This design comes from an exercise in tuning for small area, a short achievable clock period and few clock cycles per item on the open sky130 flow, not from production work.
At most, simulation tests tie the RTL to the original design; equivalence was not proved.

==> flow/design.v (excerpt) <==
module range_gen_2d (
  input  logic         clk,
  input  logic         reset,
  input  logic         start,
  input  logic [W-1:0] x_tag,
  input  logic [W-1:0] y_tag,
  input  logic [W-1:0] x0,
  input  logic [W-1:0] x1,
  input  logic [W-1:0] x2,
  input  logic [W-1:0] x3,
  input  logic [W-1:0] y0,
  input  logic [W-1:0] y1,
  input  logic [W-1:0] y2,
  input  logic [W-1:0] y3,
  output logic         busy,
  output logic         done,
  output logic [W-1:0] r0,
  output logic [W-1:0] r1,
  output logic [W-1:0] r2,
  output logic [W-1:0] r3,
  output logic [3:0]   ovf
);
Size: about 3600 cells after synthesis, roughly 480 flip-flops, roughly 230 I/O pins, roughly 34000 um^2 of cells after synthesis.
export LEC_CHECK = 0
export CAP_MARGIN = 20
export CORE_MARGIN = 2
export CORE_UTILIZATION = 40
export SLEW_MARGIN = 20
create_clock -name core_clock -period 13.0 [get_ports {clk}]
standard.sh (not shown) runs the stock make flow with config.mk's settings and CLKGATE_MAP_FILE= SYNTH_SCRIPT=/design/flow/synth_recipe.tcl, a recipe that flattens the netlist after the stock synthesis.
==> flow/flow/run.sh <==
#!/bin/bash
set -euo pipefail
bash standard.sh SETUP_SLACK_MARGIN=9 finish > standard.log 2>&1
Edit:
==> flow/run.sh (new file) <==
#!/bin/bash
# synth_recipe.tcl (not shown) runs the flow's synth.tcl, then flattens the netlist and writes it again
# the make line also repeats each setting of config.mk as NAME=value (left out here)
make -C /OpenROAD-flow-scripts/flow DESIGN_CONFIG=/design/flow/config.mk WORK_HOME=/design/flow/orfs CLKGATE_MAP_FILE= SYNTH_SCRIPT=/design/flow/synth_recipe.tcl finish
removed: flow/flow/run.sh
removed: flow/standard.sh
Clock skew is about the same. Synthesized area does not change. Die area does not change. Final area hardly moves. Critical path depth stays the same.
No functional check of the RTL was part of any run of this note.

========
range_gen_2d, a different RTL version from the one above (not shown whole).
Size in the first run: roughly 3700 cells after synthesis, roughly 510 flip-flops, about 230 I/O pins.
Settings: LEC_CHECK=0, CAP_MARGIN=20, CORE_MARGIN=2, CORE_UTILIZATION=40, SLEW_MARGIN=20; clock period 13.0 ns.
==> flow/flow/run.sh <==
#!/bin/bash
# The standard layout (standard.sh) with changes to how it is made only:
#  - the port buffers that buffer_ports inserts are plain buf_1 cells;
#  - clock tree synthesis builds the tree from clkbuf_4/clkbuf_8 cells and
#    adds no dummy loads (ORFS's own CTS arguments otherwise).
# Constraints, period and every other setting are the standard flow's own. make's full
# output goes to standard.log here; ORFS's per-step logs stay under orfs/logs.
set -euo pipefail
bash standard.sh SETUP_SLACK_MARGIN=9.5 TNS_END_PERCENT=0 \
  "BUFFER_PORTS_ARGS=-buffer_cell sky130_fd_sc_hd__buf_1" \
  "CTS_ARGS=-sink_clustering_enable -repair_clock_nets -dont_use_dummy_load -buf_list {sky130_fd_sc_hd__clkbuf_4 sky130_fd_sc_hd__clkbuf_8}" \
  finish > standard.log 2>&1
The baseline finished with timing, DRC and antenna clean.
Testbench counts at the start, summed over its fixed seeds: cycles 9,777, items 512.
Change:
--- a/flow/flow/run.sh
+++ b/flow/flow/run.sh
@@ -3 +3 @@
-#  - the port buffers that buffer_ports inserts are plain buf_1 cells;
+#  - the port buffers that buffer_ports inserts are plain buf_2 cells;
@@ -10 +10 @@
-  "BUFFER_PORTS_ARGS=-buffer_cell sky130_fd_sc_hd__buf_1" \
+  "BUFFER_PORTS_ARGS=-buffer_cell sky130_fd_sc_hd__buf_2" \
The changed run produced a clean layout.
Area after synthesis stays the same.
Non-clock buffer count came out higher by 3.
Worst setup slack gains 0.020 ns.
Maximum frequency climbs slightly.
Change:
--- a/flow/flow/run.sh
+++ b/flow/flow/run.sh
@@ -9 +9 @@
-bash standard.sh SETUP_SLACK_MARGIN=9.5 TNS_END_PERCENT=0 \
+bash standard.sh SETUP_SLACK_MARGIN=10 TNS_END_PERCENT=0 \
Result: The new run passed the timing, design-rule and antenna checks. Design area is unchanged. Routed wire length is unchanged. Setup slack does not change. Die area does not change. Clock skew does not change. Worst hold slack is unchanged. Via count is unchanged. Fmax does not change. Sequential cell count is unchanged. Synthesized cell count does not change.

========
== v13 ==
range_gen_2d again, from the RTL that the note above started with.
Settings: LEC_CHECK=0, CAP_MARGIN=20, CORE_MARGIN=2, CORE_UTILIZATION=40, SLEW_MARGIN=20; clock period 13.0 ns.
==> flow/flow/run.sh <==
#!/bin/bash
# The standard layout (standard.sh) with changes to how it is made only:
#  - the port buffers that buffer_ports inserts are plain buf_2 cells;
#  - clock tree synthesis builds the tree from clkbuf_4/clkbuf_8 cells and
#    adds no dummy loads (ORFS's own CTS arguments otherwise).
# Constraints, period and every other setting are the standard flow's own. make's full
# output goes to standard.log here; ORFS's per-step logs stay under orfs/logs.
set -euo pipefail
bash standard.sh SETUP_SLACK_MARGIN=9.5 TNS_END_PERCENT=3 \
  "BUFFER_PORTS_ARGS=-buffer_cell sky130_fd_sc_hd__buf_2" \
  "CTS_ARGS=-sink_clustering_enable -repair_clock_nets -dont_use_dummy_load -buf_list {sky130_fd_sc_hd__clkbuf_4 sky130_fd_sc_hd__clkbuf_8}" \
  finish > standard.log 2>&1
Testbench counts of v13, summed over its fixed seeds: cycles 9,777, items 512.
#### Input delta (v31 over v13)
# v13
export LEC_CHECK = 0
export CAP_MARGIN = 20
export CORE_MARGIN = 2
export CORE_UTILIZATION = 40
export SLEW_MARGIN = 20
create_clock -name core_clock -period 13.0 [get_ports {clk}]
# v31
export LEC_CHECK = 0
export CAP_MARGIN = 20
export CORE_MARGIN = 2
export CORE_UTILIZATION = 40
export PLACE_DENSITY = 0.8
export SLEW_MARGIN = 20
create_clock -name core_clock -period 13.0 [get_ports {clk}]
-- flow/flow/run.sh --
<<< v13, line 3
#  - the port buffers that buffer_ports inserts are plain buf_2 cells;
>>> v31, line 3
#  - the port buffers that buffer_ports inserts are plain buf_1 cells;
<<< v13, line 9
bash standard.sh SETUP_SLACK_MARGIN=9.5 TNS_END_PERCENT=3 \
  "BUFFER_PORTS_ARGS=-buffer_cell sky130_fd_sc_hd__buf_2" \
>>> v31, line 9
bash standard.sh SETUP_SLACK_MARGIN=9.5 TNS_END_PERCENT=0 \
  "BUFFER_PORTS_ARGS=-buffer_cell sky130_fd_sc_hd__buf_1" \
[summary]
v31 has vias per cell above what v13 had. Area after synthesis: v13 vs v31 identical. Comparing non-clock buffer total of the final layout for v13 and v31, the bigger number came from v13. v31 against v13: pin count of the biggest net entering global routing went up 25, least setup slack across all paths after layout went down 0.025 ns, final-stage net count went down about 1.4%.
Modified inputs, v48 compared to v31
# v31
export LEC_CHECK = 0
export CAP_MARGIN = 20
export CORE_MARGIN = 2
export CORE_UTILIZATION = 40
export PLACE_DENSITY = 0.8
export SLEW_MARGIN = 20
create_clock -name core_clock -period 13.0 [get_ports {clk}]
# v48
export LEC_CHECK = 0
export CAP_MARGIN = 20
export CORE_MARGIN = 2
export CORE_UTILIZATION = 40
export PLACE_DENSITY = 0.7
export SLEW_MARGIN = 20
create_clock -name core_clock -period 13.0 [get_ports {clk}]
Notes after the runs:
v48: PASS, flow complete, no timing, DRC or antenna violations. Re synthesized area: no difference whatsoever between v48 and v31. As of v48, detail-routed via count per cell had fallen slightly compared to v31. Buffering overhead delta (v31 -> v48): insignificant. Growth of design area from synthesis to finish is higher on v48. Compared to v31, v48 has worst setup slack 0.093 ns higher. From v31 to v48 the numbers moved as follows: number of diodes saw a decrease, number of gates resized after cts now larger. Per the comparison of v48 with v31, slew of the pin with the lowest slew margin increased 0.052 ns; worst max-slew margin expressed relative to the limit moved down. v31 vs v48, classification of the worst setup path: reg2reg vs reg2out.

port drivers added, routing unchanged:
The results above use ideal ports. As a check the final layouts listed here were re-extracted and re-timed, cells and wires unchanged.
Step 1 assumes that a clkbuf_16 drives the clock port and a buf_2 every other input.
Step 2 times the ports against the registers' clock, not the clock port: input delays grow and output delays shrink by t, the midpoint of the rising clock arrivals with the driver on.
Slacks: no drivers / after step 1 / after step 2; pairs: no drivers / after step 1.
run | t, ns | setup WS [ns] | worst slew at a driven data input, ns
the first run of note 1 | 0.692 | 9.047 / 8.982 / 8.923 | 0.13
the second run of note 1 | 0.691 | 8.017 / 7.952 / 8.421 | 0.13
the first run of note 2 | 0.723 | 9.006 / 9.006 / 8.984 | 0.08
the second run of note 2 | 0.737 | 9.026 / 9.026 / 9.026 | 0.06
the third run of note 2 | 0.737 | 9.026 / 9.026 / 9.026 | 0.06
v13 | 0.739 | 9.075 / 9.042 / 9.051 | 0.06
v31 | 0.711 | 9.051 / 9.051 / 9.051 | 0.15
v48 | 0.737 | 9.144 / 9.081 / 9.077 | 0.12
After both steps every run listed still meets setup and hold. For the first run of note 1, which loses most, drivers alone change the setup slack by -0.065 ns; drivers and shift together by -0.124 ns. The worst setup slack also covers recovery checks on asynchronous resets.
